This design comes from an exercise in tuning for small area, a short achievable clock period and few clock cycles per item on the open sky130 flow, not from production work.
In this exercise RTL edits were held to simulation tests only and were not proved equivalent to the original.
Power is estimated from default activity; no workload was simulated.

`design.v`:
```
package brl_pkg;
   localparam int COORD_BITS_DEFAULT  = 12;
   localparam int QUEUE_DEPTH_DEFAULT = 2;
   localparam int CFG_ADDR_BITS = 4;
   localparam int CFG_DATA_BITS = 32;
   localparam int OFFSET_BITS   = 12;
   localparam int STRIDE_BITS   = 16;
   localparam int CHAN_BITS     = 8;
   localparam int COLOR_BITS    = 3 * CHAN_BITS;
   localparam int ADDR_BITS     = 32;
   localparam int WORD_BITS     = 32;
   localparam int HALF_BITS     = WORD_BITS / 2;
   localparam int RED_SHIFT_565   = 11;
   localparam int GREEN_SHIFT_565 = 5;
   localparam int SHIFT_BGRX32 = 2;
   localparam int SHIFT_RGB565 = 1;
   typedef enum logic [1:0] {
      REG_X_OFFSET    = 2'd0,
      REG_Y_OFFSET    = 2'd1,
      REG_LINE_STRIDE = 2'd2,
      REG_PIXEL_MODE  = 2'd3
   } reg_index_type;
   typedef enum logic {
      MODE_BGRX32 = 1'b0,
      MODE_RGB565 = 1'b1
   } pixel_mode_type;
   typedef enum logic {
      KIND_LOAD = 1'b0,
      KIND_STEP = 1'b1
   } item_kind_type;
   typedef struct packed {
      logic [OFFSET_BITS-1:0] x_offset;
      logic [OFFSET_BITS-1:0] y_offset;
      logic [STRIDE_BITS-1:0] line_stride;
      pixel_mode_type         pixel_mode;
   } cfg_type;
   function automatic int entry_bits(input int coord_bits);
      entry_bits = 5 * coord_bits + COLOR_BITS + 3;
   endfunction
   function automatic int req_data_bits(input int coord_bits);
      req_data_bits = ((4 * coord_bits + COLOR_BITS + 7) / 8) * 8;
   endfunction
   function automatic int rsp_data_bits(input int coord_bits);
      rsp_data_bits = ((2 * coord_bits + ADDR_BITS + WORD_BITS + 7) / 8) * 8;
   endfunction
endpackage
module brl_front #(
   parameter int COORD_BITS = brl_pkg::COORD_BITS_DEFAULT
) (
   input  logic [brl_pkg::req_data_bits(COORD_BITS)-1:0]  req_tdata,
   output logic [COORD_BITS-1:0]                          xs, ys, xe, ye,
   output logic [COORD_BITS-1:0]                          adx, ady,
   output logic                                           xn, yn,
   output logic [brl_pkg::COLOR_BITS-1:0]                 color,
   input  logic [COORD_BITS-1:0]                          r_xs, r_ys, r_xe, r_ye,
   input  logic [COORD_BITS-1:0]                          r_adx, r_ady,
   input  logic                                           r_xn, r_yn,
   output logic                                           steep,
   output logic                                           swap,
   output logic                                           minor_down,
   output logic [COORD_BITS-1:0]                          px0,
   output logic [COORD_BITS-1:0]                          py0,
   output logic [COORD_BITS-1:0]                          dmaj,
   output logic [COORD_BITS-1:0]                          dmin,
   output logic [COORD_BITS:0]                            dq
);
   localparam int C  = COORD_BITS;
   localparam int CB = brl_pkg::CHAN_BITS;
   logic [C:0] dx, dy, diff;
   assign xs    = req_tdata[C-1:0];
   assign ys    = req_tdata[2*C-1:C];
   assign xe    = req_tdata[3*C-1:2*C];
   assign ye    = req_tdata[4*C-1:3*C];
   assign color = {req_tdata[4*C+CB-1:4*C], req_tdata[4*C+2*CB-1:4*C+CB],
                   req_tdata[4*C+3*CB-1:4*C+2*CB]};
   always_comb begin
      dx  = {1'b0, xe} - {1'b0, xs};
      dy  = {1'b0, ye} - {1'b0, ys};
      xn  = dx[C];
      yn  = dy[C];
      adx = (dx[C-1:0] ^ {C{xn}}) + C'(xn);
      ady = (dy[C-1:0] ^ {C{yn}}) + C'(yn);
   end
   always_comb begin
      diff  = {1'b0, r_ady} - {1'b0, r_adx};
      steep = !diff[C];
      swap  = steep ? r_yn : r_xn;
      px0   = swap ? r_xe : r_xs;
      py0   = swap ? r_ye : r_ys;
      minor_down = r_xn ^ r_yn;
      dmaj  = steep ? r_ady : r_adx;
      dmin  = steep ? r_adx : r_ady;
      dq    = steep ? ~diff : diff;
   end
endmodule
module brl_mac (
   input  logic [14:0] a,
   input  logic [14:0] x,
   input  logic [12:0] y,
   input  logic [15:0] m,
   input  logic [17:0] m3,
   output logic [31:0] s0,
   output logic [31:0] s1
);
   wire d0_1 = y[0] & ~y[1];
   wire d0_2 = ~y[0] & y[1];
   wire d0_3 = y[0] & y[1];
   wire p0_0 = (d0_1 & m[0]) | (d0_3 & m3[0]);
   wire p0_1 = (d0_1 & m[1]) | (d0_2 & m[0]) | (d0_3 & m3[1]);
   wire p0_2 = (d0_1 & m[2]) | (d0_2 & m[1]) | (d0_3 & m3[2]);
   wire p0_3 = (d0_1 & m[3]) | (d0_2 & m[2]) | (d0_3 & m3[3]);
   wire p0_4 = (d0_1 & m[4]) | (d0_2 & m[3]) | (d0_3 & m3[4]);
   wire p0_5 = (d0_1 & m[5]) | (d0_2 & m[4]) | (d0_3 & m3[5]);
   wire p0_6 = (d0_1 & m[6]) | (d0_2 & m[5]) | (d0_3 & m3[6]);
   wire p0_7 = (d0_1 & m[7]) | (d0_2 & m[6]) | (d0_3 & m3[7]);
   wire p0_8 = (d0_1 & m[8]) | (d0_2 & m[7]) | (d0_3 & m3[8]);
   wire p0_9 = (d0_1 & m[9]) | (d0_2 & m[8]) | (d0_3 & m3[9]);
   wire p0_10 = (d0_1 & m[10]) | (d0_2 & m[9]) | (d0_3 & m3[10]);
   wire p0_11 = (d0_1 & m[11]) | (d0_2 & m[10]) | (d0_3 & m3[11]);
   wire p0_12 = (d0_1 & m[12]) | (d0_2 & m[11]) | (d0_3 & m3[12]);
   wire p0_13 = (d0_1 & m[13]) | (d0_2 & m[12]) | (d0_3 & m3[13]);
   wire p0_14 = (d0_1 & m[14]) | (d0_2 & m[13]) | (d0_3 & m3[14]);
   wire p0_15 = (d0_1 & m[15]) | (d0_2 & m[14]) | (d0_3 & m3[15]);
   wire p0_16 = (d0_2 & m[15]) | (d0_3 & m3[16]);
   wire p0_17 = (d0_3 & m3[17]);
   wire d1_1 = y[2] & ~y[3];
   wire d1_2 = ~y[2] & y[3];
   wire d1_3 = y[2] & y[3];
   wire p1_0 = (d1_1 & m[0]) | (d1_3 & m3[0]);
   wire p1_1 = (d1_1 & m[1]) | (d1_2 & m[0]) | (d1_3 & m3[1]);
   wire p1_2 = (d1_1 & m[2]) | (d1_2 & m[1]) | (d1_3 & m3[2]);
   wire p1_3 = (d1_1 & m[3]) | (d1_2 & m[2]) | (d1_3 & m3[3]);
   wire p1_4 = (d1_1 & m[4]) | (d1_2 & m[3]) | (d1_3 & m3[4]);
   wire p1_5 = (d1_1 & m[5]) | (d1_2 & m[4]) | (d1_3 & m3[5]);
   wire p1_6 = (d1_1 & m[6]) | (d1_2 & m[5]) | (d1_3 & m3[6]);
   wire p1_7 = (d1_1 & m[7]) | (d1_2 & m[6]) | (d1_3 & m3[7]);
   wire p1_8 = (d1_1 & m[8]) | (d1_2 & m[7]) | (d1_3 & m3[8]);
   wire p1_9 = (d1_1 & m[9]) | (d1_2 & m[8]) | (d1_3 & m3[9]);
   wire p1_10 = (d1_1 & m[10]) | (d1_2 & m[9]) | (d1_3 & m3[10]);
   wire p1_11 = (d1_1 & m[11]) | (d1_2 & m[10]) | (d1_3 & m3[11]);
   wire p1_12 = (d1_1 & m[12]) | (d1_2 & m[11]) | (d1_3 & m3[12]);
   wire p1_13 = (d1_1 & m[13]) | (d1_2 & m[12]) | (d1_3 & m3[13]);
   wire p1_14 = (d1_1 & m[14]) | (d1_2 & m[13]) | (d1_3 & m3[14]);
   wire p1_15 = (d1_1 & m[15]) | (d1_2 & m[14]) | (d1_3 & m3[15]);
   wire p1_16 = (d1_2 & m[15]) | (d1_3 & m3[16]);
   wire p1_17 = (d1_3 & m3[17]);
   wire d2_1 = y[4] & ~y[5];
   wire d2_2 = ~y[4] & y[5];
   wire d2_3 = y[4] & y[5];
   wire p2_0 = (d2_1 & m[0]) | (d2_3 & m3[0]);
   wire p2_1 = (d2_1 & m[1]) | (d2_2 & m[0]) | (d2_3 & m3[1]);
   wire p2_2 = (d2_1 & m[2]) | (d2_2 & m[1]) | (d2_3 & m3[2]);
   wire p2_3 = (d2_1 & m[3]) | (d2_2 & m[2]) | (d2_3 & m3[3]);
   wire p2_4 = (d2_1 & m[4]) | (d2_2 & m[3]) | (d2_3 & m3[4]);
   wire p2_5 = (d2_1 & m[5]) | (d2_2 & m[4]) | (d2_3 & m3[5]);
   wire p2_6 = (d2_1 & m[6]) | (d2_2 & m[5]) | (d2_3 & m3[6]);
   wire p2_7 = (d2_1 & m[7]) | (d2_2 & m[6]) | (d2_3 & m3[7]);
   wire p2_8 = (d2_1 & m[8]) | (d2_2 & m[7]) | (d2_3 & m3[8]);
   wire p2_9 = (d2_1 & m[9]) | (d2_2 & m[8]) | (d2_3 & m3[9]);
   wire p2_10 = (d2_1 & m[10]) | (d2_2 & m[9]) | (d2_3 & m3[10]);
   wire p2_11 = (d2_1 & m[11]) | (d2_2 & m[10]) | (d2_3 & m3[11]);
   wire p2_12 = (d2_1 & m[12]) | (d2_2 & m[11]) | (d2_3 & m3[12]);
   wire p2_13 = (d2_1 & m[13]) | (d2_2 & m[12]) | (d2_3 & m3[13]);
   wire p2_14 = (d2_1 & m[14]) | (d2_2 & m[13]) | (d2_3 & m3[14]);
   wire p2_15 = (d2_1 & m[15]) | (d2_2 & m[14]) | (d2_3 & m3[15]);
   wire p2_16 = (d2_2 & m[15]) | (d2_3 & m3[16]);
   wire p2_17 = (d2_3 & m3[17]);
   wire d3_1 = y[6] & ~y[7];
   wire d3_2 = ~y[6] & y[7];
   wire d3_3 = y[6] & y[7];
   wire p3_0 = (d3_1 & m[0]) | (d3_3 & m3[0]);
   wire p3_1 = (d3_1 & m[1]) | (d3_2 & m[0]) | (d3_3 & m3[1]);
   wire p3_2 = (d3_1 & m[2]) | (d3_2 & m[1]) | (d3_3 & m3[2]);
   wire p3_3 = (d3_1 & m[3]) | (d3_2 & m[2]) | (d3_3 & m3[3]);
   wire p3_4 = (d3_1 & m[4]) | (d3_2 & m[3]) | (d3_3 & m3[4]);
   wire p3_5 = (d3_1 & m[5]) | (d3_2 & m[4]) | (d3_3 & m3[5]);
   wire p3_6 = (d3_1 & m[6]) | (d3_2 & m[5]) | (d3_3 & m3[6]);
   wire p3_7 = (d3_1 & m[7]) | (d3_2 & m[6]) | (d3_3 & m3[7]);
   wire p3_8 = (d3_1 & m[8]) | (d3_2 & m[7]) | (d3_3 & m3[8]);
   wire p3_9 = (d3_1 & m[9]) | (d3_2 & m[8]) | (d3_3 & m3[9]);
   wire p3_10 = (d3_1 & m[10]) | (d3_2 & m[9]) | (d3_3 & m3[10]);
   wire p3_11 = (d3_1 & m[11]) | (d3_2 & m[10]) | (d3_3 & m3[11]);
   wire p3_12 = (d3_1 & m[12]) | (d3_2 & m[11]) | (d3_3 & m3[12]);
   wire p3_13 = (d3_1 & m[13]) | (d3_2 & m[12]) | (d3_3 & m3[13]);
   wire p3_14 = (d3_1 & m[14]) | (d3_2 & m[13]) | (d3_3 & m3[14]);
   wire p3_15 = (d3_1 & m[15]) | (d3_2 & m[14]) | (d3_3 & m3[15]);
   wire p3_16 = (d3_2 & m[15]) | (d3_3 & m3[16]);
   wire p3_17 = (d3_3 & m3[17]);
   wire d4_1 = y[8] & ~y[9];
   wire d4_2 = ~y[8] & y[9];
   wire d4_3 = y[8] & y[9];
   wire p4_0 = (d4_1 & m[0]) | (d4_3 & m3[0]);
   wire p4_1 = (d4_1 & m[1]) | (d4_2 & m[0]) | (d4_3 & m3[1]);
   wire p4_2 = (d4_1 & m[2]) | (d4_2 & m[1]) | (d4_3 & m3[2]);
   wire p4_3 = (d4_1 & m[3]) | (d4_2 & m[2]) | (d4_3 & m3[3]);
   wire p4_4 = (d4_1 & m[4]) | (d4_2 & m[3]) | (d4_3 & m3[4]);
   wire p4_5 = (d4_1 & m[5]) | (d4_2 & m[4]) | (d4_3 & m3[5]);
   wire p4_6 = (d4_1 & m[6]) | (d4_2 & m[5]) | (d4_3 & m3[6]);
   wire p4_7 = (d4_1 & m[7]) | (d4_2 & m[6]) | (d4_3 & m3[7]);
   wire p4_8 = (d4_1 & m[8]) | (d4_2 & m[7]) | (d4_3 & m3[8]);
   wire p4_9 = (d4_1 & m[9]) | (d4_2 & m[8]) | (d4_3 & m3[9]);
   wire p4_10 = (d4_1 & m[10]) | (d4_2 & m[9]) | (d4_3 & m3[10]);
   wire p4_11 = (d4_1 & m[11]) | (d4_2 & m[10]) | (d4_3 & m3[11]);
   wire p4_12 = (d4_1 & m[12]) | (d4_2 & m[11]) | (d4_3 & m3[12]);
   wire p4_13 = (d4_1 & m[13]) | (d4_2 & m[12]) | (d4_3 & m3[13]);
   wire p4_14 = (d4_1 & m[14]) | (d4_2 & m[13]) | (d4_3 & m3[14]);
   wire p4_15 = (d4_1 & m[15]) | (d4_2 & m[14]) | (d4_3 & m3[15]);
   wire p4_16 = (d4_2 & m[15]) | (d4_3 & m3[16]);
   wire p4_17 = (d4_3 & m3[17]);
   wire d5_1 = y[10] & ~y[11];
   wire d5_2 = ~y[10] & y[11];
   wire d5_3 = y[10] & y[11];
   wire p5_0 = (d5_1 & m[0]) | (d5_3 & m3[0]);
   wire p5_1 = (d5_1 & m[1]) | (d5_2 & m[0]) | (d5_3 & m3[1]);
   wire p5_2 = (d5_1 & m[2]) | (d5_2 & m[1]) | (d5_3 & m3[2]);
   wire p5_3 = (d5_1 & m[3]) | (d5_2 & m[2]) | (d5_3 & m3[3]);
   wire p5_4 = (d5_1 & m[4]) | (d5_2 & m[3]) | (d5_3 & m3[4]);
   wire p5_5 = (d5_1 & m[5]) | (d5_2 & m[4]) | (d5_3 & m3[5]);
   wire p5_6 = (d5_1 & m[6]) | (d5_2 & m[5]) | (d5_3 & m3[6]);
   wire p5_7 = (d5_1 & m[7]) | (d5_2 & m[6]) | (d5_3 & m3[7]);
   wire p5_8 = (d5_1 & m[8]) | (d5_2 & m[7]) | (d5_3 & m3[8]);
   wire p5_9 = (d5_1 & m[9]) | (d5_2 & m[8]) | (d5_3 & m3[9]);
   wire p5_10 = (d5_1 & m[10]) | (d5_2 & m[9]) | (d5_3 & m3[10]);
   wire p5_11 = (d5_1 & m[11]) | (d5_2 & m[10]) | (d5_3 & m3[11]);
   wire p5_12 = (d5_1 & m[12]) | (d5_2 & m[11]) | (d5_3 & m3[12]);
   wire p5_13 = (d5_1 & m[13]) | (d5_2 & m[12]) | (d5_3 & m3[13]);
   wire p5_14 = (d5_1 & m[14]) | (d5_2 & m[13]) | (d5_3 & m3[14]);
   wire p5_15 = (d5_1 & m[15]) | (d5_2 & m[14]) | (d5_3 & m3[15]);
   wire p5_16 = (d5_2 & m[15]) | (d5_3 & m3[16]);
   wire p5_17 = (d5_3 & m3[17]);
   wire d6_1 = y[12] & ~1'b0;
   wire d6_2 = ~y[12] & 1'b0;
   wire d6_3 = y[12] & 1'b0;
   wire p6_0 = (d6_1 & m[0]);
   wire p6_1 = (d6_1 & m[1]) | (d6_2 & m[0]);
   wire p6_2 = (d6_1 & m[2]) | (d6_2 & m[1]);
   wire p6_3 = (d6_1 & m[3]) | (d6_2 & m[2]);
   wire p6_4 = (d6_1 & m[4]) | (d6_2 & m[3]);
   wire p6_5 = (d6_1 & m[5]) | (d6_2 & m[4]);
   wire p6_6 = (d6_1 & m[6]) | (d6_2 & m[5]);
   wire p6_7 = (d6_1 & m[7]) | (d6_2 & m[6]);
   wire p6_8 = (d6_1 & m[8]) | (d6_2 & m[7]);
   wire p6_9 = (d6_1 & m[9]) | (d6_2 & m[8]);
   wire p6_10 = (d6_1 & m[10]) | (d6_2 & m[9]);
   wire p6_11 = (d6_1 & m[11]) | (d6_2 & m[10]);
   wire p6_12 = (d6_1 & m[12]) | (d6_2 & m[11]);
   wire p6_13 = (d6_1 & m[13]) | (d6_2 & m[12]);
   wire p6_14 = (d6_1 & m[14]) | (d6_2 & m[13]);
   wire p6_15 = (d6_1 & m[15]) | (d6_2 & m[14]);
   wire hs0 = p0_8 ^ p1_6;
   wire hc0 = p0_8 & p1_6;
   wire fs1 = p0_9 ^ p1_7 ^ p2_5;
   wire fc1 = (p0_9 & p1_7) | (p0_9 & p2_5) | (p1_7 & p2_5);
   wire fs2 = p0_10 ^ p1_8 ^ p2_6;
   wire fc2 = (p0_10 & p1_8) | (p0_10 & p2_6) | (p1_8 & p2_6);
   wire hs3 = p3_4 ^ p4_2;
   wire hc3 = p3_4 & p4_2;
   wire fs4 = p0_11 ^ p1_9 ^ p2_7;
   wire fc4 = (p0_11 & p1_9) | (p0_11 & p2_7) | (p1_9 & p2_7);
   wire fs5 = p3_5 ^ p4_3 ^ p5_1;
   wire fc5 = (p3_5 & p4_3) | (p3_5 & p5_1) | (p4_3 & p5_1);
   wire fs6 = p0_12 ^ p1_10 ^ p2_8;
   wire fc6 = (p0_12 & p1_10) | (p0_12 & p2_8) | (p1_10 & p2_8);
   wire fs7 = p3_6 ^ p4_4 ^ p5_2;
   wire fc7 = (p3_6 & p4_4) | (p3_6 & p5_2) | (p4_4 & p5_2);
   wire hs8 = p6_0 ^ a[12];
   wire hc8 = p6_0 & a[12];
   wire fs9 = p0_13 ^ p1_11 ^ p2_9;
   wire fc9 = (p0_13 & p1_11) | (p0_13 & p2_9) | (p1_11 & p2_9);
   wire fs10 = p3_7 ^ p4_5 ^ p5_3;
   wire fc10 = (p3_7 & p4_5) | (p3_7 & p5_3) | (p4_5 & p5_3);
   wire fs11 = p6_1 ^ a[13] ^ x[13];
   wire fc11 = (p6_1 & a[13]) | (p6_1 & x[13]) | (a[13] & x[13]);
   wire fs12 = p0_14 ^ p1_12 ^ p2_10;
   wire fc12 = (p0_14 & p1_12) | (p0_14 & p2_10) | (p1_12 & p2_10);
   wire fs13 = p3_8 ^ p4_6 ^ p5_4;
   wire fc13 = (p3_8 & p4_6) | (p3_8 & p5_4) | (p4_6 & p5_4);
   wire fs14 = p6_2 ^ a[14] ^ x[14];
   wire fc14 = (p6_2 & a[14]) | (p6_2 & x[14]) | (a[14] & x[14]);
   wire fs15 = p0_15 ^ p1_13 ^ p2_11;
   wire fc15 = (p0_15 & p1_13) | (p0_15 & p2_11) | (p1_13 & p2_11);
   wire fs16 = p3_9 ^ p4_7 ^ p5_5;
   wire fc16 = (p3_9 & p4_7) | (p3_9 & p5_5) | (p4_7 & p5_5);
   wire fs17 = p0_16 ^ p1_14 ^ p2_12;
   wire fc17 = (p0_16 & p1_14) | (p0_16 & p2_12) | (p1_14 & p2_12);
   wire hs18 = p3_10 ^ p4_8;
   wire hc18 = p3_10 & p4_8;
   wire fs19 = p0_17 ^ p1_15 ^ p2_13;
   wire fc19 = (p0_17 & p1_15) | (p0_17 & p2_13) | (p1_15 & p2_13);
   wire hs20 = p3_11 ^ p4_9;
   wire hc20 = p3_11 & p4_9;
   wire fs21 = p1_16 ^ p2_14 ^ p3_12;
   wire fc21 = (p1_16 & p2_14) | (p1_16 & p3_12) | (p2_14 & p3_12);
   wire hs22 = p1_17 ^ p2_15;
   wire hc22 = p1_17 & p2_15;
   wire hs23 = p0_4 ^ p1_2;
   wire hc23 = p0_4 & p1_2;
   wire fs24 = p0_5 ^ p1_3 ^ p2_1;
   wire fc24 = (p0_5 & p1_3) | (p0_5 & p2_1) | (p1_3 & p2_1);
   wire fs25 = p0_6 ^ p1_4 ^ p2_2;
   wire fc25 = (p0_6 & p1_4) | (p0_6 & p2_2) | (p1_4 & p2_2);
   wire hs26 = p3_0 ^ a[6];
   wire hc26 = p3_0 & a[6];
   wire fs27 = p0_7 ^ p1_5 ^ p2_3;
   wire fc27 = (p0_7 & p1_5) | (p0_7 & p2_3) | (p1_5 & p2_3);
   wire fs28 = p3_1 ^ a[7] ^ x[7];
   wire fc28 = (p3_1 & a[7]) | (p3_1 & x[7]) | (a[7] & x[7]);
   wire fs29 = p2_4 ^ p3_2 ^ p4_0;
   wire fc29 = (p2_4 & p3_2) | (p2_4 & p4_0) | (p3_2 & p4_0);
   wire fs30 = a[8] ^ x[8] ^ hs0;
   wire fc30 = (a[8] & x[8]) | (a[8] & hs0) | (x[8] & hs0);
   wire fs31 = p3_3 ^ p4_1 ^ a[9];
   wire fc31 = (p3_3 & p4_1) | (p3_3 & a[9]) | (p4_1 & a[9]);
   wire fs32 = x[9] ^ fs1 ^ hc0;
   wire fc32 = (x[9] & fs1) | (x[9] & hc0) | (fs1 & hc0);
   wire fs33 = p5_0 ^ a[10] ^ x[10];
   wire fc33 = (p5_0 & a[10]) | (p5_0 & x[10]) | (a[10] & x[10]);
   wire fs34 = fs2 ^ hs3 ^ fc1;
   wire fc34 = (fs2 & hs3) | (fs2 & fc1) | (hs3 & fc1);
   wire fs35 = a[11] ^ x[11] ^ fs4;
   wire fc35 = (a[11] & x[11]) | (a[11] & fs4) | (x[11] & fs4);
   wire fs36 = fs5 ^ fc2 ^ hc3;
   wire fc36 = (fs5 & fc2) | (fs5 & hc3) | (fc2 & hc3);
   wire fs37 = x[12] ^ fs6 ^ fs7;
   wire fc37 = (x[12] & fs6) | (x[12] & fs7) | (fs6 & fs7);
   wire fs38 = hs8 ^ fc4 ^ fc5;
   wire fc38 = (hs8 & fc4) | (hs8 & fc5) | (fc4 & fc5);
   wire fs39 = fs9 ^ fs10 ^ fs11;
   wire fc39 = (fs9 & fs10) | (fs9 & fs11) | (fs10 & fs11);
   wire fs40 = fc6 ^ fc7 ^ hc8;
   wire fc40 = (fc6 & fc7) | (fc6 & hc8) | (fc7 & hc8);
   wire fs41 = fs12 ^ fs13 ^ fs14;
   wire fc41 = (fs12 & fs13) | (fs12 & fs14) | (fs13 & fs14);
   wire fs42 = fc9 ^ fc10 ^ fc11;
   wire fc42 = (fc9 & fc10) | (fc9 & fc11) | (fc10 & fc11);
   wire fs43 = p6_3 ^ fs15 ^ fs16;
   wire fc43 = (p6_3 & fs15) | (p6_3 & fs16) | (fs15 & fs16);
   wire fs44 = fc12 ^ fc13 ^ fc14;
   wire fc44 = (fc12 & fc13) | (fc12 & fc14) | (fc13 & fc14);
   wire fs45 = p5_6 ^ p6_4 ^ fs17;
   wire fc45 = (p5_6 & p6_4) | (p5_6 & fs17) | (p6_4 & fs17);
   wire fs46 = hs18 ^ fc15 ^ fc16;
   wire fc46 = (hs18 & fc15) | (hs18 & fc16) | (fc15 & fc16);
   wire fs47 = p5_7 ^ p6_5 ^ fs19;
   wire fc47 = (p5_7 & p6_5) | (p5_7 & fs19) | (p6_5 & fs19);
   wire fs48 = hs20 ^ fc17 ^ hc18;
   wire fc48 = (hs20 & fc17) | (hs20 & hc18) | (fc17 & hc18);
   wire fs49 = p4_10 ^ p5_8 ^ p6_6;
   wire fc49 = (p4_10 & p5_8) | (p4_10 & p6_6) | (p5_8 & p6_6);
   wire fs50 = fs21 ^ fc19 ^ hc20;
   wire fc50 = (fs21 & fc19) | (fs21 & hc20) | (fc19 & hc20);
   wire fs51 = p3_13 ^ p4_11 ^ p5_9;
   wire fc51 = (p3_13 & p4_11) | (p3_13 & p5_9) | (p4_11 & p5_9);
   wire fs52 = p6_7 ^ hs22 ^ fc21;
   wire fc52 = (p6_7 & hs22) | (p6_7 & fc21) | (hs22 & fc21);
   wire fs53 = p2_16 ^ p3_14 ^ p4_12;
   wire fc53 = (p2_16 & p3_14) | (p2_16 & p4_12) | (p3_14 & p4_12);
   wire fs54 = p5_10 ^ p6_8 ^ hc22;
   wire fc54 = (p5_10 & p6_8) | (p5_10 & hc22) | (p6_8 & hc22);
   wire fs55 = p2_17 ^ p3_15 ^ p4_13;
   wire fc55 = (p2_17 & p3_15) | (p2_17 & p4_13) | (p3_15 & p4_13);
   wire hs56 = p5_11 ^ p6_9;
   wire hc56 = p5_11 & p6_9;
   wire fs57 = p3_16 ^ p4_14 ^ p5_12;
   wire fc57 = (p3_16 & p4_14) | (p3_16 & p5_12) | (p4_14 & p5_12);
   wire hs58 = p3_17 ^ p4_15;
   wire hc58 = p3_17 & p4_15;
   wire hs59 = p0_2 ^ p1_0;
   wire hc59 = p0_2 & p1_0;
   wire fs60 = p0_3 ^ p1_1 ^ a[3];
   wire fc60 = (p0_3 & p1_1) | (p0_3 & a[3]) | (p1_1 & a[3]);
   wire fs61 = p2_0 ^ a[4] ^ x[4];
   wire fc61 = (p2_0 & a[4]) | (p2_0 & x[4]) | (a[4] & x[4]);
   wire fs62 = a[5] ^ x[5] ^ fs24;
   wire fc62 = (a[5] & x[5]) | (a[5] & fs24) | (x[5] & fs24);
   wire fs63 = x[6] ^ fs25 ^ hs26;
   wire fc63 = (x[6] & fs25) | (x[6] & hs26) | (fs25 & hs26);
   wire fs64 = fs27 ^ fs28 ^ fc25;
   wire fc64 = (fs27 & fs28) | (fs27 & fc25) | (fs28 & fc25);
   wire fs65 = fs29 ^ fs30 ^ fc27;
   wire fc65 = (fs29 & fs30) | (fs29 & fc27) | (fs30 & fc27);
   wire fs66 = fs31 ^ fs32 ^ fc29;
   wire fc66 = (fs31 & fs32) | (fs31 & fc29) | (fs32 & fc29);
   wire fs67 = fs33 ^ fs34 ^ fc31;
   wire fc67 = (fs33 & fs34) | (fs33 & fc31) | (fs34 & fc31);
   wire fs68 = fs35 ^ fs36 ^ fc33;
   wire fc68 = (fs35 & fs36) | (fs35 & fc33) | (fs36 & fc33);
   wire fs69 = fs37 ^ fs38 ^ fc35;
   wire fc69 = (fs37 & fs38) | (fs37 & fc35) | (fs38 & fc35);
   wire fs70 = fs39 ^ fs40 ^ fc37;
   wire fc70 = (fs39 & fs40) | (fs39 & fc37) | (fs40 & fc37);
   wire fs71 = fs41 ^ fs42 ^ fc39;
   wire fc71 = (fs41 & fs42) | (fs41 & fc39) | (fs42 & fc39);
   wire fs72 = fs43 ^ fs44 ^ fc41;
   wire fc72 = (fs43 & fs44) | (fs43 & fc41) | (fs44 & fc41);
   wire fs73 = fs45 ^ fs46 ^ fc43;
   wire fc73 = (fs45 & fs46) | (fs45 & fc43) | (fs46 & fc43);
   wire fs74 = fs47 ^ fs48 ^ fc45;
   wire fc74 = (fs47 & fs48) | (fs47 & fc45) | (fs48 & fc45);
   wire fs75 = fs49 ^ fs50 ^ fc47;
   wire fc75 = (fs49 & fs50) | (fs49 & fc47) | (fs50 & fc47);
   wire fs76 = fs51 ^ fs52 ^ fc49;
   wire fc76 = (fs51 & fs52) | (fs51 & fc49) | (fs52 & fc49);
   wire fs77 = fs53 ^ fs54 ^ fc51;
   wire fc77 = (fs53 & fs54) | (fs53 & fc51) | (fs54 & fc51);
   wire fs78 = fs55 ^ hs56 ^ fc53;
   wire fc78 = (fs55 & hs56) | (fs55 & fc53) | (hs56 & fc53);
   wire fs79 = p6_10 ^ fs57 ^ fc55;
   wire fc79 = (p6_10 & fs57) | (p6_10 & fc55) | (fs57 & fc55);
   wire fs80 = p5_13 ^ p6_11 ^ hs58;
   wire fc80 = (p5_13 & p6_11) | (p5_13 & hs58) | (p6_11 & hs58);
   wire fs81 = p4_16 ^ p5_14 ^ p6_12;
   wire fc81 = (p4_16 & p5_14) | (p4_16 & p6_12) | (p5_14 & p6_12);
   wire hs82 = p4_17 ^ p5_15;
   wire hc82 = p4_17 & p5_15;
   wire hs83 = p0_0 ^ a[0];
   wire hc83 = p0_0 & a[0];
   wire fs84 = p0_1 ^ a[1] ^ x[1];
   wire fc84 = (p0_1 & a[1]) | (p0_1 & x[1]) | (a[1] & x[1]);
   wire fs85 = a[2] ^ x[2] ^ hs59;
   wire fc85 = (a[2] & x[2]) | (a[2] & hs59) | (x[2] & hs59);
   wire fs86 = x[3] ^ fs60 ^ hc59;
   wire fc86 = (x[3] & fs60) | (x[3] & hc59) | (fs60 & hc59);
   wire fs87 = hs23 ^ fs61 ^ fc60;
   wire fc87 = (hs23 & fs61) | (hs23 & fc60) | (fs61 & fc60);
   wire fs88 = hc23 ^ fs62 ^ fc61;
   wire fc88 = (hc23 & fs62) | (hc23 & fc61) | (fs62 & fc61);
   wire fs89 = fc24 ^ fs63 ^ fc62;
   wire fc89 = (fc24 & fs63) | (fc24 & fc62) | (fs63 & fc62);
   wire fs90 = hc26 ^ fs64 ^ fc63;
   wire fc90 = (hc26 & fs64) | (hc26 & fc63) | (fs64 & fc63);
   wire fs91 = fc28 ^ fs65 ^ fc64;
   wire fc91 = (fc28 & fs65) | (fc28 & fc64) | (fs65 & fc64);
   wire fs92 = fc30 ^ fs66 ^ fc65;
   wire fc92 = (fc30 & fs66) | (fc30 & fc65) | (fs66 & fc65);
   wire fs93 = fc32 ^ fs67 ^ fc66;
   wire fc93 = (fc32 & fs67) | (fc32 & fc66) | (fs67 & fc66);
   wire fs94 = fc34 ^ fs68 ^ fc67;
   wire fc94 = (fc34 & fs68) | (fc34 & fc67) | (fs68 & fc67);
   wire fs95 = fc36 ^ fs69 ^ fc68;
   wire fc95 = (fc36 & fs69) | (fc36 & fc68) | (fs69 & fc68);
   wire fs96 = fc38 ^ fs70 ^ fc69;
   wire fc96 = (fc38 & fs70) | (fc38 & fc69) | (fs70 & fc69);
   wire fs97 = fc40 ^ fs71 ^ fc70;
   wire fc97 = (fc40 & fs71) | (fc40 & fc70) | (fs71 & fc70);
   wire fs98 = fc42 ^ fs72 ^ fc71;
   wire fc98 = (fc42 & fs72) | (fc42 & fc71) | (fs72 & fc71);
   wire fs99 = fc44 ^ fs73 ^ fc72;
   wire fc99 = (fc44 & fs73) | (fc44 & fc72) | (fs73 & fc72);
   wire fs100 = fc46 ^ fs74 ^ fc73;
   wire fc100 = (fc46 & fs74) | (fc46 & fc73) | (fs74 & fc73);
   wire fs101 = fc48 ^ fs75 ^ fc74;
   wire fc101 = (fc48 & fs75) | (fc48 & fc74) | (fs75 & fc74);
   wire fs102 = fc50 ^ fs76 ^ fc75;
   wire fc102 = (fc50 & fs76) | (fc50 & fc75) | (fs76 & fc75);
   wire fs103 = fc52 ^ fs77 ^ fc76;
   wire fc103 = (fc52 & fs77) | (fc52 & fc76) | (fs77 & fc76);
   wire fs104 = fc54 ^ fs78 ^ fc77;
   wire fc104 = (fc54 & fs78) | (fc54 & fc77) | (fs78 & fc77);
   wire fs105 = hc56 ^ fs79 ^ fc78;
   wire fc105 = (hc56 & fs79) | (hc56 & fc78) | (fs79 & fc78);
   wire fs106 = fc57 ^ fs80 ^ fc79;
   wire fc106 = (fc57 & fs80) | (fc57 & fc79) | (fs80 & fc79);
   wire fs107 = hc58 ^ fs81 ^ fc80;
   wire fc107 = (hc58 & fs81) | (hc58 & fc80) | (fs81 & fc80);
   wire fs108 = p6_13 ^ hs82 ^ fc81;
   wire fc108 = (p6_13 & hs82) | (p6_13 & fc81) | (hs82 & fc81);
   wire fs109 = p5_16 ^ p6_14 ^ hc82;
   wire fc109 = (p5_16 & p6_14) | (p5_16 & hc82) | (p6_14 & hc82);
   wire hs110 = p5_17 ^ p6_15;
   wire hc110 = p5_17 & p6_15;
   assign s0 = {1'b0, 1'b0, 1'b0, hc110, hs110, fs109, fs108, fs107, fs106, fs105, fs104, fs103, fs102, fs101, fs100, fs99, fs98, fs97, fs96, fs95, fs94, fs93, fs92, fs91, fs90, fs89, fs88, fs87, fs86, fs85, fs84, x[0]};
   assign s1 = {1'b0, 1'b0, 1'b0, 1'b0, fc109, fc108, fc107, fc106, fc105, fc104, fc103, fc102, fc101, fc100, fc99, fc98, fc97, fc96, fc95, fc94, fc93, fc92, fc91, fc90, fc89, fc88, fc87, fc86, fc85, fc84, hc83, hs83};
endmodule
module brl_back #(
   parameter int COORD_BITS = brl_pkg::COORD_BITS_DEFAULT
) (
   input  logic                                           clock,
   input  logic                                           reset,
   input  brl_pkg::cfg_type                               cfg,
   input  logic [brl_pkg::STRIDE_BITS+1:0]                stride3,
   input  logic                                           req_tvalid,
   output logic                                           req_tready,
   input  logic [brl_pkg::req_data_bits(COORD_BITS)-1:0]  req_tdata,
   input  logic                                           req_tuser,
   output logic                                           rsp_tvalid,
   input  logic                                           rsp_tready,
   output logic [brl_pkg::rsp_data_bits(COORD_BITS)-1:0]  rsp_tdata,
   output logic                                           rsp_tlast
);
   localparam int C  = COORD_BITS;
   localparam int AB = brl_pkg::ADDR_BITS;
   localparam int WB = brl_pkg::WORD_BITS;
   localparam int HB = brl_pkg::HALF_BITS;
   localparam int CB = brl_pkg::CHAN_BITS;
   localparam int RSP_BITS = brl_pkg::rsp_data_bits(COORD_BITS);
   logic active_ff;      
   logic last_ff;        
   logic out_valid_ff;   
   logic setup1_ff;      
   logic setup2_ff;      
   logic setup3_ff;      
   logic                           steep_ff, down_ff;
   logic [C-1:0]                   px_ff, py_ff, rem_ff, dmin_ff;
   logic [C:0]                     dq_ff, g_ff;
   logic [brl_pkg::COLOR_BITS-1:0] color_ff;
   logic [AB-1:0]                  addr_ff;
   logic [AB-1:0]                  mac1_ff;
   logic [C-1:0]                   f_xs, f_ys, f_xe, f_ye, f_adx, f_ady;
   logic                           f_xn, f_yn, f_steep, f_swap, f_down;
   logic [C-1:0]                   f_px, f_py, f_dmaj, f_dmin;
   logic [C:0]                     f_dq;
   logic [brl_pkg::COLOR_BITS-1:0] f_color;
   brl_front #(
      .COORD_BITS (COORD_BITS)
   ) u_front (
      .req_tdata  (req_tdata),
      .xs         (f_xs),
      .ys         (f_ys),
      .xe         (f_xe),
      .ye         (f_ye),
      .adx        (f_adx),
      .ady        (f_ady),
      .xn         (f_xn),
      .yn         (f_yn),
      .color      (f_color),
      .r_xs       (px_ff),
      .r_ys       (py_ff),
      .r_xe       (rem_ff),
      .r_ye       (dmin_ff),
      .r_adx      (dq_ff[C-1:0]),
      .r_ady      (g_ff[C-1:0]),
      .r_xn       (steep_ff),
      .r_yn       (down_ff),
      .steep      (f_steep),
      .swap       (f_swap),
      .minor_down (f_down),
      .px0        (f_px),
      .py0        (f_py),
      .dmaj       (f_dmaj),
      .dmin       (f_dmin),
      .dq         (f_dq)
   );
   logic            deliver, accept, load, step, open_now, cond;
   logic [C:0]      g_op, g_keep, g_move, g_next, y_sum, ys_sum, ye_sum;
   logic [C-1:0]    px_delta, py_delta;
   logic [AB-1:0]   x_part, mac0, mac1, bsel, csel, step_b, step_c, step_s, step_k;
   logic [AB-1:0]   addr_step;
   logic [AB/2:0]   step_lo;
   logic [AB/2-1:0] step_hi0, step_hi1, step_hi;
   logic [C+2:0]    x_off;
   logic [2:0]      s_pix;
   logic [CB-1:0]   red, green, blue;
   logic [HB-1:0]   word565;
   logic [WB-1:0]   word;
   assign deliver    = out_valid_ff && rsp_tready;
   assign req_tready = !setup1_ff && !setup2_ff && (!out_valid_ff || rsp_tready);
   assign accept     = req_tvalid && req_tready;
   assign load       = accept && brl_pkg::item_kind_type'(req_tuser) == brl_pkg::KIND_LOAD;
   assign step       = accept && brl_pkg::item_kind_type'(req_tuser) == brl_pkg::KIND_STEP;
   assign open_now   = deliver ? !last_ff : active_ff;
   assign cond       = !g_ff[C] && !setup2_ff;
   always_comb begin
      ys_sum = (C+1)'(py_ff) + (C+1)'(cfg.y_offset);
      ye_sum = (C+1)'(dmin_ff) + (C+1)'(cfg.y_offset);
      y_sum  = (ye_sum & {(C+1){f_swap}}) | (ys_sum & {(C+1){!f_swap}});
      case (cfg.pixel_mode)
         brl_pkg::MODE_RGB565: begin
            x_part = AB'(f_px) << brl_pkg::SHIFT_RGB565;
            x_off  = (C+3)'(cfg.x_offset) << brl_pkg::SHIFT_RGB565;
         end
         default: begin
            x_part = AB'(f_px) << brl_pkg::SHIFT_BGRX32;
            x_off  = (C+3)'(cfg.x_offset) << brl_pkg::SHIFT_BGRX32;
         end
      endcase
      g_op   = setup2_ff ? ~{2'b00, rem_ff[C-1:1]} : g_ff;
      g_keep = g_op + {1'b0, dmin_ff};
      g_move = g_ff + dq_ff + (C+1)'(steep_ff);
      g_next = (g_move & {(C+1){cond}}) | (g_keep & {(C+1){!cond}});
      s_pix = cfg.pixel_mode ? 3'd2 : 3'd4;
      if (steep_ff) begin
         bsel = AB'(cfg.line_stride);
         csel = !cond ? '0 : down_ff ? -(AB'(s_pix)) : AB'(s_pix);
      end else begin
         bsel = !cond ? '0 : down_ff ? ~(AB'(cfg.line_stride)) : AB'(cfg.line_stride);
         csel = AB'(s_pix) + AB'(cond && down_ff);
      end
   end
   always_comb begin
      px_delta = C'(1);
      py_delta = C'(1);
      if (steep_ff) px_delta = !cond ? '0 : down_ff ? '1 : C'(1);
      else          py_delta = !cond ? '0 : down_ff ? '1 : C'(1);
   end
   brl_mac u_mac (
      .a  (addr_ff[C+2:0]),
      .x  (x_off),
      .y  (g_ff),
      .m  (cfg.line_stride),
      .m3 (stride3),
      .s0 (mac0),
      .s1 (mac1)
   );
   always_comb begin
      step_b    = setup3_ff ? mac1_ff : bsel;
      step_c    = setup3_ff ? '0 : csel;
      step_s    = addr_ff ^ step_b ^ step_c;
      step_k    = ((addr_ff & step_b) | (addr_ff & step_c) | (step_b & step_c)) << 1;
      step_lo   = {1'b0, step_s[AB/2-1:0]} + {1'b0, step_k[AB/2-1:0]};
      step_hi0  = step_s[AB-1:AB/2] + step_k[AB-1:AB/2];
      step_hi1  = step_s[AB-1:AB/2] + step_k[AB-1:AB/2] + (AB/2)'(1);
      step_hi   = (step_hi1 & {(AB/2){step_lo[AB/2]}}) |
                  (step_hi0 & {(AB/2){!step_lo[AB/2]}});
      addr_step = {step_hi, step_lo[AB/2-1:0]};
   end
   always_ff @(posedge clock) begin
      mac1_ff <= mac1;
   end
   always_ff @(posedge clock) begin
      if (reset) begin
         active_ff    <= 1'b0;
         out_valid_ff <= 1'b0;
         setup1_ff    <= 1'b0;
         setup2_ff    <= 1'b0;
         setup3_ff    <= 1'b0;
      end else begin
         setup1_ff <= load;
         setup2_ff <= setup1_ff && !load;
         setup3_ff <= setup2_ff && !load;
         if (load) begin
            active_ff    <= 1'b0;
            out_valid_ff <= 1'b0;
         end else if (setup1_ff) begin
            active_ff    <= f_dmaj != '0;
         end else begin
            if (deliver) active_ff <= !last_ff;
            if (step) out_valid_ff <= open_now;
            else if (deliver) out_valid_ff <= 1'b0;
         end
      end
   end
   always_ff @(posedge clock) begin
      if (load) begin
         px_ff    <= f_xs;
         py_ff    <= f_ys;
         rem_ff   <= f_xe;
         dmin_ff  <= f_ye;
         dq_ff    <= {1'b0, f_adx};
         g_ff     <= {1'b0, f_ady};
         steep_ff <= f_xn;
         down_ff  <= f_yn;
         color_ff <= f_color;
         last_ff  <= 1'b0;
      end else if (setup1_ff) begin
         last_ff  <= f_steep ? g_ff[C-1:0] == C'(1) : dq_ff[C-1:0] == C'(1);
         steep_ff <= f_steep;
         down_ff  <= f_down;
         px_ff    <= f_px;
         py_ff    <= f_py;
         rem_ff   <= f_dmaj;
         dmin_ff  <= f_dmin;
         dq_ff    <= f_dq;
         g_ff     <= y_sum;
         addr_ff  <= x_part;
      end else if (setup2_ff) begin
         g_ff     <= g_next;
         addr_ff  <= mac0;
      end else if (setup3_ff) begin
         addr_ff  <= addr_step;
      end else if (deliver) begin
         px_ff    <= px_ff + px_delta;
         py_ff    <= py_ff + py_delta;
         g_ff     <= g_next;
         rem_ff   <= rem_ff - C'(1);
         last_ff  <= rem_ff == C'(2);
         addr_ff  <= addr_step;
      end
   end
   always_comb begin
      red   = color_ff[3*CB-1:2*CB];
      green = color_ff[2*CB-1:CB];
      blue  = color_ff[CB-1:0];
      word565 = (HB'(red) << brl_pkg::RED_SHIFT_565) |
                (HB'(green) << brl_pkg::GREEN_SHIFT_565) | HB'(blue);
      case (cfg.pixel_mode)
         brl_pkg::MODE_RGB565: word = WB'(word565);
         default:              word = WB'(color_ff);
      endcase
   end
   assign rsp_tvalid = out_valid_ff;
   assign rsp_tlast  = last_ff;
   assign rsp_tdata  = RSP_BITS'({word, addr_ff, py_ff, px_ff});
endmodule
module bresenham_line_rasterizer #(
   parameter int COORD_BITS  = brl_pkg::COORD_BITS_DEFAULT,
   parameter int QUEUE_DEPTH = brl_pkg::QUEUE_DEPTH_DEFAULT
) (
   input  logic                                           clock,
   input  logic                                           reset,
   input  logic                                           req_tvalid,
   output logic                                           req_tready,
   input  logic [brl_pkg::req_data_bits(COORD_BITS)-1:0]  req_tdata,
   input  logic                                           req_tuser,
   output logic                                           rsp_tvalid,
   input  logic                                           rsp_tready,
   output logic [brl_pkg::rsp_data_bits(COORD_BITS)-1:0]  rsp_tdata,
   output logic                                           rsp_tlast,
   input  logic                                           csr_psel,
   input  logic                                           csr_penable,
   input  logic                                           csr_pwrite,
   input  logic [brl_pkg::CFG_ADDR_BITS-1:0]              csr_paddr,
   input  logic [brl_pkg::CFG_DATA_BITS-1:0]              csr_pwdata,
   output logic [brl_pkg::CFG_DATA_BITS-1:0]              csr_prdata,
   output logic                                           csr_pready
);
   localparam int DB = brl_pkg::CFG_DATA_BITS;
   brl_pkg::cfg_type       cfg_ff, cfg_in;
   brl_pkg::reg_index_type csr_index;
   logic                   csr_write;
   logic [brl_pkg::STRIDE_BITS+1:0] stride3_ff;
   assign csr_pready = 1'b1;
   assign csr_index  = brl_pkg::reg_index_type'(csr_paddr[brl_pkg::CFG_ADDR_BITS-1:2]);
   assign csr_write  = csr_psel && csr_penable && csr_pwrite && csr_pready;
   always_comb begin
      cfg_in = cfg_ff;
      if (csr_write) begin
         case (csr_index)
            brl_pkg::REG_X_OFFSET:
               cfg_in.x_offset = csr_pwdata[brl_pkg::OFFSET_BITS-1:0];
            brl_pkg::REG_Y_OFFSET:
               cfg_in.y_offset = csr_pwdata[brl_pkg::OFFSET_BITS-1:0];
            brl_pkg::REG_LINE_STRIDE:
               cfg_in.line_stride = csr_pwdata[brl_pkg::STRIDE_BITS-1:0];
            brl_pkg::REG_PIXEL_MODE:
               cfg_in.pixel_mode = brl_pkg::pixel_mode_type'(csr_pwdata[0]);
            default: cfg_in = cfg_ff;
         endcase
      end
   end
   always_comb begin
      case (csr_index)
         brl_pkg::REG_X_OFFSET:    csr_prdata = DB'(cfg_ff.x_offset);
         brl_pkg::REG_Y_OFFSET:    csr_prdata = DB'(cfg_ff.y_offset);
         brl_pkg::REG_LINE_STRIDE: csr_prdata = DB'(cfg_ff.line_stride);
         brl_pkg::REG_PIXEL_MODE:  csr_prdata = DB'(cfg_ff.pixel_mode);
         default:                  csr_prdata = '0;
      endcase
   end
   always_ff @(posedge clock) begin
      if (reset) begin
         cfg_ff     <= '0;
         stride3_ff <= '0;
      end else begin
         cfg_ff     <= cfg_in;
         stride3_ff <= (brl_pkg::STRIDE_BITS+2)'(cfg_ff.line_stride) +
                       (brl_pkg::STRIDE_BITS+2)'({cfg_ff.line_stride, 1'b0});
      end
   end
   brl_back #(
      .COORD_BITS (COORD_BITS)
   ) u_back (
      .clock      (clock),
      .reset      (reset),
      .cfg        (cfg_ff),
      .stride3    (stride3_ff),
      .req_tvalid (req_tvalid),
      .req_tready (req_tready),
      .req_tdata  (req_tdata),
      .req_tuser  (req_tuser),
      .rsp_tvalid (rsp_tvalid),
      .rsp_tready (rsp_tready),
      .rsp_tdata  (rsp_tdata),
      .rsp_tlast  (rsp_tlast)
   );
endmodule
```
`config.mk`:
```
export PLATFORM = sky130hd
export DESIGN_NAME = bresenham_line_rasterizer
export DESIGN_NICKNAME = bresenham_line_rasterizer
export VERILOG_FILES = /design/flow/design.v
export SDC_FILE = /design/flow/constraint.sdc
export NUM_CORES = 4
export LEC_CHECK = 0
export CAP_MARGIN = 20
export CORE_MARGIN = 2
export CORE_UTILIZATION = 55
export SETUP_SLACK_MARGIN = 3.6
export SLEW_MARGIN = 20
export TNS_END_PERCENT = 0
```
`run.sh`:
```
#!/bin/bash
# synth_recipe.tcl (not shown) runs the flow's synth.tcl, then flattens the netlist and writes it again
# the make line also repeats each setting of config.mk as NAME=value (left out here)
make -C /OpenROAD-flow-scripts/flow DESIGN_CONFIG=/design/flow/config.mk WORK_HOME=/design/flow/orfs CLKGATE_MAP_FILE= SYNTH_SCRIPT=/design/flow/synth_recipe.tcl finish
```
`constraint.sdc`:
```
create_clock -name core_clock -period 7.5 [get_ports {clock}]
set_input_delay 1.5000 -clock core_clock [delete_from_list [all_inputs] [get_ports {clock}]]
set_output_delay 1.5000 -clock core_clock [all_outputs]
set_load 0.01 [all_outputs]
```
==> results of run 1 <==
-- flip-flops by register name (all words and copies together), names as in the netlist, 12 cells and up --
signal           cells
u_back.dmin_ff      12
u_back.px_ff        12
cfg_ff              41
u_back.rem_ff       12
u_back.dq_ff        13
u_back.py_ff        12
u_back.addr_ff      32
u_back.mac1_ff      28
u_back.color_ff     24
u_back.g_ff         13
stride3_ff          18
-- layout by cell type (no fill, tap or decap), types with 13 or more instances in the layout --
cell type / n
a21o_1: 49
dfxtp_1: 89
buf_4: 70
nand3_1: 27
clkdlybuf4s50_1: 189
nand2b_1: 30
mux2_2: 93
xor2_1: 89
nand2_1: 279
nor4_1: 13
clkbuf_16: 30
nor2b_1: 49
and3_1: 23
conb_1: 25
inv_1: 212
xnor2_1: 129
a22o_1: 68
a211oi_1: 19
nor3_1: 47
ha_1: 195
o21ai_0: 161
a22oi_1: 56
mux2i_1: 58
o221ai_1: 14
nor2_1: 161
fa_1: 109
a21oi_1: 179
o21bai_1: 21
o21a_1: 16
edfxtp_1: 130
and2_1: 36
-- power breakdown --
| part | leakage [nW] | internal [W] | total, W | switching, W |
|---|---|---|---|---|
| Sequential | 2.00 | 0.00169 | 0.00191 | 0.000219 |
| Combinational | 9.52 | 0.00252 | 0.00593 | 0.00341 |
| Clock | 0.460 | 0.000838 | 0.00142 | 0.000582 |
| Total | 12.0 | 0.00504 | 0.00925 | 0.00421 |
-- per-stage QoR --
stage                     hold slack, ns  instances
after floorplan                   0.4342       2787
after global routing              0.4901       3512
after detailed placement          0.4530       3422
after CTS                         0.4629       3501
final                             0.4627       3512
after global placement            0.4417       3422
-- kinds of logic (layout without fill, tap and decap cells) --
logic type	count (synthesis)	after routing	synth area share, %
AO/OA/AOI/OAI	713	714	19.83
flip-flops	225	225	24.20
AND/OR/NAND/NOR	729	729	14.23
buffers and inverters	411	550	7.030
XOR/XNOR	220	220	8.031
multiplexers	152	152	6.878
other	2	25	0.03130
adder cells (fa/ha/maj)	312	312	19.77
-- layout make-up --
class                           count  area share [%]
Multi-Input combinational cell   2152           60.54
Sequential cell                   225           20.93
Timing Repair Buffer              274           9.375
Inverter                          223           3.094
Clock buffer                       42           3.008
Tap cell                          585           2.634
Clock inverter                     11          0.4188
-- worst paths after layout --
kind | start | end | slack [ns] | cells after the start
worst min-delay path | u_back.dq_ff[12] | u_back.dq_ff[12] | 0.46 | 2
worst max register to register | u_back.steep_ff | u_back.addr_ff[28] | 3.00 | 20
worst min register to register | u_back.dq_ff[12] | u_back.dq_ff[12] | 0.46 | 2
worst max-delay path | req_tdata[2] | u_back.dq_ff[10] | 2.94 | 14
-- what timing repair did --
item / 4_1_cts / 5_1_grt
setup buffers: 25 / 10
pin swaps: 34 / 21
gates resized for setup: 57 / 16
endpoints found under the setup margin: 220 / 228
cloned: 1 / 0
-- worst reg2reg max path, stage by stage (launching register included) --
cell	delay (ns)
edfxtp_1	0.44
nor2b_4	0.16
buf_12	0.11
and2_4	0.16
nor2b_4	0.15
buf_6	0.11
clkinvlp_4	0.10
nand2_2	0.08
ha_1	0.23
xor2_1	0.17
ha_2	0.24
fa_2	0.37
a21o_1	0.19
a21o_1	0.18
a2111o_1	0.36
o311a_1	0.15
nand4b_1	0.31
nor3b_4	0.33
nand3_2	0.13
xnor2_2	0.18
a211oi_2	0.08
-- layer usage --
| layer | wire (um) | track usage [%] | up-vias |
|---|---|---|---|
| met2 | 36030 | 56.15 | 868 |
| met1 | 29860 | 41.33 | 10320 |
| met5 | 0 | 0 | - |
| li1 | - | - | 9979 |
| met3 | 4942 | 4.207 | 234 |
| met4 | 4080 | 16.16 | 0 |
==> qor.txt, run 1 <==
Async S/R FF share, synth: 0%
Remaining global-route overflow: 0
Initial antenna violation count: 0
Synth top area share: 16.27%
Place WS: 1.370 ns
Final core utilization: 64.50%
Syn Std Cell Area: 23990 um^2
Storage element area: 5816 um^2
Max-slew violations: 0
Final Hold Viols: 0
Final RePlAce weighted congestion: 0.9355
Hold crit path type: reg2reg
Main flop type after synthesis: edfxtp_1
Core Box Area: 43080 um^2
Status: complete, no violations
Area of the multi-input gates: 16820 um^2
Pin slew with the least headroom to its limit: 1.054 ns
Leakage: 11.97 nW
EDFF count, synth: 130
Final ANT Viol Nets: 0
Placed Area: 26300 um^2
Final setup viols: 0
Clock Sinks: 225
Critical Path End Type: flop
Die Ht: 212.9 um
Post-synth top area cell: edfxtp_1
Vias in the first global route: 21.32k
Area grow syn2layout: 15.81%
H-tree depth: 1
Syn avg cell area: 8.681 um^2
Share of cells above drive strength 1: 10.32%
Top cells by area, synth: edfxtp_1, ha_1, fa_1
Fin crit period: 4.560 ns
Buf+Inv Stages, Crit Path: 3
CTS tree: yes
Clock latency at the later pin of the worst-skew pair: 0.58 ns
Final instance area: 27790 um^2
RSZ-0062 raised after global routing: yes
CP max FO: 5
TNS Setup: 0 ns
Via Count: 21.40k
Worst path slowest cell: clkdlybuf4s50_1
Final worst-path cycle share: 60.79%
Routed wire length: 74.91 mm
Overall global routing resource usage: 32.98%
Max_slew headroom: 29.44%
Synth unique cells: 87
Largest net degree at the start of global routing: 67
Clk slew on worst S/H paths: 0.06 ns
Delay-heaviest family, CP: compound AO/OA/AOI/OAI gates
Row count: 76
First-pass GRT wire length: 116.5 mm
Die width: 212.9 um
Die ar.: 45310 um^2
Via density: 6.092
Ant. Diodes: 0
Pwr dens: 333.0 nW/um^2
Crit-path max cell delay: 0.51 ns
Nets: 3333
DRT Pass-1 Iters: 8
Yosys reg bits: 225
Most frequent cell after synthesis: nand2_1
Clock root buffer: clkbuf_16
IO Count: 240
Max Clock Skew: 0.02295 ns
Initial Util: 55.70%
1st-iter DRT viols: 1492
Crit path kind: in2reg
Post-synthesis sequential area ratio: 24.20%
WL/cell: 21.33 um
Hpwl dp: 55.51 mm
Syn Inst Count: 2764
Worst path required time: 7.81 ns
Fill count: 3694
Max-cap violations: 0
Total power: 0.009252 W
Number of CTS-inserted buffers: 29
Final worst slack: 2.940 ns
Buffers from clock root to sink, at most: 3
CP arrival: 4.87 ns
Residual DRC: 0
# port buffers: 196
Fmax: 219.3 MHz
Cts hold-fix bufs: 0
Most instantiated cells after synthesis: nand2_1, inv_1, ha_1
CP Cell Sequence: clkdlybuf4s50_1 -> inv_1 -> ha_1 -> a211o_1 -> a2111oi_4 -> o31ai_2 -> o22a_2 -> xnor2_2 -> ha_2 -> buf_4 -> and3_1 -> a221oi_2 -> xor2_1 -> mux2i_1
Worst VDD drop: 0.0003022 V
Syn. warnings: 3
Startpoint Class: input port
Testbench counts, summed over its fixed seeds: cycles 25,957, pixels 21,307.
==> run 2, diff against run 1 <==
--- a/design.v
+++ b/design.v
@@ -57,2 +57,3 @@
    input  logic                                           r_xn, r_yn,
+   output logic [COORD_BITS-1:0]                          adx_full, ady_full,
    output logic                                           steep,
@@ -80,7 +81,9 @@
       yn  = dy[C];
-      adx = (dx[C-1:0] ^ {C{xn}}) + C'(xn);
-      ady = (dy[C-1:0] ^ {C{yn}}) + C'(yn);
+      adx = dx[C-1:0] ^ {C{xn}};
+      ady = dy[C-1:0] ^ {C{yn}};
    end
    always_comb begin
-      diff  = {1'b0, r_ady} - {1'b0, r_adx};
+      adx_full = r_adx + C'(r_xn);
+      ady_full = r_ady + C'(r_yn);
+      diff  = {1'b0, r_ady} + ~{1'b0, r_adx} + (C+1)'(r_yn) + (C+1)'(!r_xn);
       steep = !diff[C];
@@ -90,4 +93,4 @@
       minor_down = r_xn ^ r_yn;
-      dmaj  = steep ? r_ady : r_adx;
-      dmin  = steep ? r_adx : r_ady;
+      dmaj  = steep ? ady_full : adx_full;
+      dmin  = steep ? adx_full : ady_full;
       dq    = steep ? ~diff : diff;
@@ -509,2 +512,3 @@
    logic [C-1:0]                   f_xs, f_ys, f_xe, f_ye, f_adx, f_ady;
+   logic [C-1:0]                   f_adx_full, f_ady_full;
    logic                           f_xn, f_yn, f_steep, f_swap, f_down;
@@ -534,2 +538,4 @@
       .r_yn       (down_ff),
+      .adx_full   (f_adx_full),
+      .ady_full   (f_ady_full),
       .steep      (f_steep),
@@ -655,3 +661,3 @@
       end else if (setup1_ff) begin
-         last_ff  <= f_steep ? g_ff[C-1:0] == C'(1) : dq_ff[C-1:0] == C'(1);
+         last_ff  <= f_steep ? f_ady_full == C'(1) : f_adx_full == C'(1);
          steep_ff <= f_steep;
@@ -721,2 +727,4 @@
    logic [brl_pkg::STRIDE_BITS+1:0] stride3_ff;
+   localparam int RB = brl_pkg::STRIDE_BITS;
+   logic [RB-1:0]          prdata_ff, prdata_in;
    assign csr_pready = 1'b1;
@@ -742,7 +750,7 @@
       case (csr_index)
-         brl_pkg::REG_X_OFFSET:    csr_prdata = DB'(cfg_ff.x_offset);
-         brl_pkg::REG_Y_OFFSET:    csr_prdata = DB'(cfg_ff.y_offset);
-         brl_pkg::REG_LINE_STRIDE: csr_prdata = DB'(cfg_ff.line_stride);
-         brl_pkg::REG_PIXEL_MODE:  csr_prdata = DB'(cfg_ff.pixel_mode);
-         default:                  csr_prdata = '0;
+         brl_pkg::REG_X_OFFSET:    prdata_in = RB'(cfg_ff.x_offset);
+         brl_pkg::REG_Y_OFFSET:    prdata_in = RB'(cfg_ff.y_offset);
+         brl_pkg::REG_LINE_STRIDE: prdata_in = RB'(cfg_ff.line_stride);
+         brl_pkg::REG_PIXEL_MODE:  prdata_in = RB'(cfg_ff.pixel_mode);
+         default:                  prdata_in = '0;
       endcase
@@ -750,2 +758,10 @@
    always_ff @(posedge clock) begin
+      if (reset) begin
+         prdata_ff <= '0;
+      end else begin
+         prdata_ff <= prdata_in;
+      end
+   end
+   assign csr_prdata = DB'(prdata_ff);
+   always_ff @(posedge clock) begin
       if (reset) begin
==> flow/run.sh (new file) <==
#!/bin/bash
# Layout flow: the standard flow (standard.sh, unchanged synthesis and
# layout steps), with the port buffers made from the small buffer
# sky130_fd_sc_hd__buf_1 instead of the flow's default delay buffer; the
# resizer still upsizes any port buffer that timing needs.
set -e
cp standard.sh standard_sh_copy.log
export BUFFER_PORTS_ARGS="-buffer_cell sky130_fd_sc_hd__buf_1"
bash standard.sh > standard.log 2>&1
==> standard.sh (new file) <==
#!/bin/bash
# synth_recipe.tcl (not shown) runs the flow's synth.tcl, then flattens the netlist and writes it again
# the make line also repeats each setting of config.mk as NAME=value (left out here)
make -C /OpenROAD-flow-scripts/flow DESIGN_CONFIG=/design/flow/config.mk WORK_HOME=/design/flow/orfs CLKGATE_MAP_FILE= SYNTH_SCRIPT=/design/flow/synth_recipe.tcl "${@:-finish}"
removed: run.sh
==> qor.txt, run 2 <==
Final setup viols: 0 (unchanged)
Die Ht: 216.4 um (was 212.9 um)
Post-synth top area cell: edfxtp_1 (unchanged)
Pwr dens: 400.4 nW/um^2 (was 333.0 nW/um^2)
Buffers from clock root to sink, at most: 3 (unchanged)
Place WS: 2.003 ns (was 1.370 ns)
Top cells by area, synth: edfxtp_1, ha_1, fa_1 (unchanged)
Placed Area: 25970 um^2 (was 26300 um^2)
Core Box Area: 44410 um^2 (was 43080 um^2)
Startpoint Class: flop (was input port)
CP arrival: 4.71 ns (was 4.87 ns)
Overall global routing resource usage: 33.02% (was 32.98%)
Remaining global-route overflow: 0 (unchanged)
Max-cap violations: 0 (unchanged)
Synth Area in Adders: 19.91% (was 19.77%)
Via density: 6.142 (was 6.092)
Most instantiated cells after synthesis: nand2_1, ha_1, inv_1 (was nand2_1, inv_1, ha_1)
Syn. warnings: 3 (unchanged)
Final ANT Viol Nets: 0 (unchanged)
Final Hold Viols: 0 (unchanged)
Mux cell area share after synthesis: 7.482% (was 6.878%)
Top flop regs: cfg_ff x41, u_back.addr_ff x32, u_back.mac1_ff x28 (unchanged)
Clock Sinks: 241 (was 225)
Crit-path max cell delay: 0.59 ns (was 0.51 ns)
Pin slew with the least headroom to its limit: 0.9781 ns (was 1.054 ns)
Syn avg cell area: 8.738 um^2 (was 8.681 um^2)
Share of cells above drive strength 1: 10.56% (was 10.32%)
Most common cell after layout, fill and taps aside: nand2_1 (unchanged)
Post-synthesis sequential area ratio: 24.69% (was 24.20%)
Residual DRC: 0 (unchanged)
Largest net degree at the start of global routing: 76 (was 67)
Max Clock Skew: 0.01096 ns (was 0.02295 ns)
Worst path required time: 7.79 ns (was 7.81 ns)
Buf+Inv Stages, Crit Path: 4 (was 3)
TNS Setup: 0 ns (unchanged)
Routed wire length: 79.72 mm (was 74.91 mm)
CP Cell Sequence: buf_4 -> nor2b_1 -> buf_4 -> a22o_1 -> fa_1 -> fa_1 -> inv_1 -> fa_1 -> inv_1 -> fa_1 -> a211oi_1 -> a221oi_1 (was clkdlybuf4s50_1 -> inv_1 -> ha_1 -> a211o_1 -> a2111oi_4 -> o31ai_2 -> o22a_2 -> xnor2_2 -> ha_2 -> buf_4 -> and3_1 -> a221oi_2 -> xor2_1 -> mux2i_1)
Async S/R FF share, synth: 0% (unchanged)
Final RePlAce weighted congestion: 0.9042 (was 0.9355)
Delay-heaviest family, CP: adder cells (was compound AO/OA/AOI/OAI gates)
WL/cell: 22.17 um (was 21.33 um)
Critical Path End Type: flop (unchanged)
CP max FO: 19 (was 5)
Final instance area: 27620 um^2 (was 27790 um^2)
CTS tree: yes (unchanged)
Row count: 77 (was 76)
Syn Inst Count: 2840 (was 2764)
Top sig layer: met4 (unchanged)
Hpwl dp: 59.39 mm (was 55.51 mm)
H-tree depth: 1 (unchanged)
Synth Area in Simple Gates: 15.07% (was 14.23%)
EDFF count, synth: 130 (unchanged)
# port buffers: 196 (unchanged)
Initial Util: 55.87% (was 55.70%)
Synth unique cells: 85 (was 87)
Worst path slowest cell: edfxtp_1 (was clkdlybuf4s50_1)
Detail Route met3 WL: 4.478 mm (was 4.942 mm)
Most frequent cells in the layout: nand2_1, inv_1, ha_1 (unchanged)
Crit path kind: reg2reg (was in2reg)
Post-synthesis xor/xnor area fraction: 7.644% (was 8.031%)
Worst VDD drop: 0.0004229 V (was 0.0003022 V)
Status: complete, no violations (unchanged)
WL met2: 38.86 mm (was 36.03 mm)
Leakage: 11.79 nW (was 11.97 nW)
Area grow syn2layout: 11.28% (was 15.81%)
Syn Std Cell Area: 24820 um^2 (was 23990 um^2)
Max-slew violations: 0 (unchanged)
Yosys reg bits: 241 (was 225)
Clock latency at the later pin of the worst-skew pair: 0.58 ns (about the same)
Max_slew headroom: 34.40% (was 29.44%)
Synth top area share: 15.73% (was 16.27%)
First-pass GRT wire length: 121.0 mm (was 116.5 mm)
Die width: 216.4 um (was 212.9 um)
Vias in the first global route: 21.20k (was 21.32k)
Largest register FFs: 41 (unchanged)
Most common cell on crit path: fa_1
Fmax: 226.4 MHz (was 219.3 MHz)
Cts hold-fix bufs: 0 (unchanged)
Final worst slack: 3.083 ns (was 2.940 ns)
Final worst-path cycle share: 58.89% (was 60.79%)
RSZ-0062 raised after global routing: yes (unchanged)
Post-synthesis compound-gate area fraction: 18.51% (was 19.83%)
Hold crit path type: reg2reg (unchanged)
Die ar.: 46830 um^2 (was 45310 um^2)
Largest family of logic cells by synthesized area: adder cells (was compound AO/OA/AOI/OAI gates)
Clk slew on worst S/H paths: 0.06 ns (about the same)
DRT Pass-1 Iters: 6 (was 8)
Most frequent cell after synthesis: nand2_1 (unchanged)
Nets: 3421 (was 3333)
Clock root buffer: clkbuf_16 (unchanged)
Largest reg by FF count: cfg_ff (unchanged)
1st-iter DRT viols: 1837 (was 1492)
Main flop type after synthesis: edfxtp_1 (unchanged)
Fin crit period: 4.417 ns (was 4.560 ns)
Via Count: 22.08k (was 21.40k)
Initial antenna violation count: 0 (unchanged)
IO Count: 240 (unchanged)
DRT met1 WL: 32.78 mm (was 29.86 mm)
Number of CTS-inserted buffers: 30 (was 29)
run 2: layout make-up:
class	count	area [um^2]
antenna	1	2.502
multi-input combinational	2216	17510
inverter	216	822.0
fill	4066	16800
clock inverter	9	56.30
sequential	241	6138
timing repair buffer	273	1365
clock buffer	47	980.9
tap	592	740.7
run 2: worst paths after layout:
check	from	to	slack [ns]	cells past startpoint
setup / recovery	u_back.g_ff[3]	u_back.addr_ff[9]	3.08	12
hold / removal	u_back.dq_ff[12]	u_back.dq_ff[12]	0.46	2
setup reg to reg	u_back.g_ff[3]	u_back.addr_ff[9]	3.08	12
hold reg to reg	u_back.dq_ff[12]	u_back.dq_ff[12]	0.46	2
run 2: kinds of logic after synthesis:
family	count (synthesis)
and+or+nand+nor	781
buffers and inverters	406
DFF	241
xor gates and xnor gates	215
other	2
muxes	172
AOI/OAI and AO/OA	696
adders and majority gates	327
run 2: power by group:
| group | leakage, nW | switching, W | internal (W) |
|---|---|---|---|
| combinational | 9.15 | 0.00427 | 0.00317 |
| clock | 0.517 | 0.000609 | 0.000897 |
| sequential | 2.12 | 0.000281 | 0.00183 |
run 2: worst register-to-register path, stage by stage (launching register included):
cell and delay (ns):
edfxtp_1 0.59, buf_4 0.36, nor2b_1 0.09, buf_4 0.21, a22o_1 0.28, fa_1 0.49, fa_1 0.53, inv_1 0.06
fa_1 0.49, inv_1 0.05, fa_1 0.55, a211oi_1 0.35, a221oi_1 0.08
run 2: through the flow:
step	hold WS, ns	std cells	power (W)	utilization, %
detailed placement	0.4463	3507	0.008964	58.47
CTS	0.4570	3583	0.01073	61.51
floorplan	0.4313	2863	0.007290	-
global placement	0.4398	3507	0.008837	58.46
global route	0.4954	3594	0.01183	62.17
finish	0.4590	3595	0.01106	62.18
run 2: per-layer routing:
metal,vias to the layer above,GRT usage [%]
li1,10300,-
met1,10750,43.20
met2,832,56.59
met3,204,2.667
met4,0,13.31
met5,-,0
run 2: timing repair:
action                                  4_1_cts  5_1_grt
pin swaps                                    21        9
gates resized for setup                      40       36
buffers inserted                             20        9
endpoints found under the setup margin      154      145
Testbench counts of run 2, summed over its fixed seeds: cycles 25,957, pixels 21,307.

## what the ideal ports hide
No port has a modelled driver above. Below, the same layouts with a new extraction and two added sets of constraints.
Step 1 assumes that a clkbuf_16 drives the clock port and a buf_2 every other input.
Step 2, shift: input delay + t, output delay - t, t = (earliest + latest rising clock arrival at the registers) / 2. This alone moves slack from input paths to output paths.
Three values: ideal, step 1, step 2; two values: the first two.
run	t, ns	slack for setup (ns)	worst hold slack (ns)	pins driven straight from the clock port
run 1	0.629	2.940 / 2.946 / 2.337	0.463 / 0.463 / 0.463	1
run 2	0.625	3.083 / 3.083 / 2.737	0.459 / 0.459 / 0.459	1
After both steps every run listed still meets setup and hold. The setup slack of run 1, which loses most, moves by +0.006 ns with the drivers and by -0.603 ns with both steps.
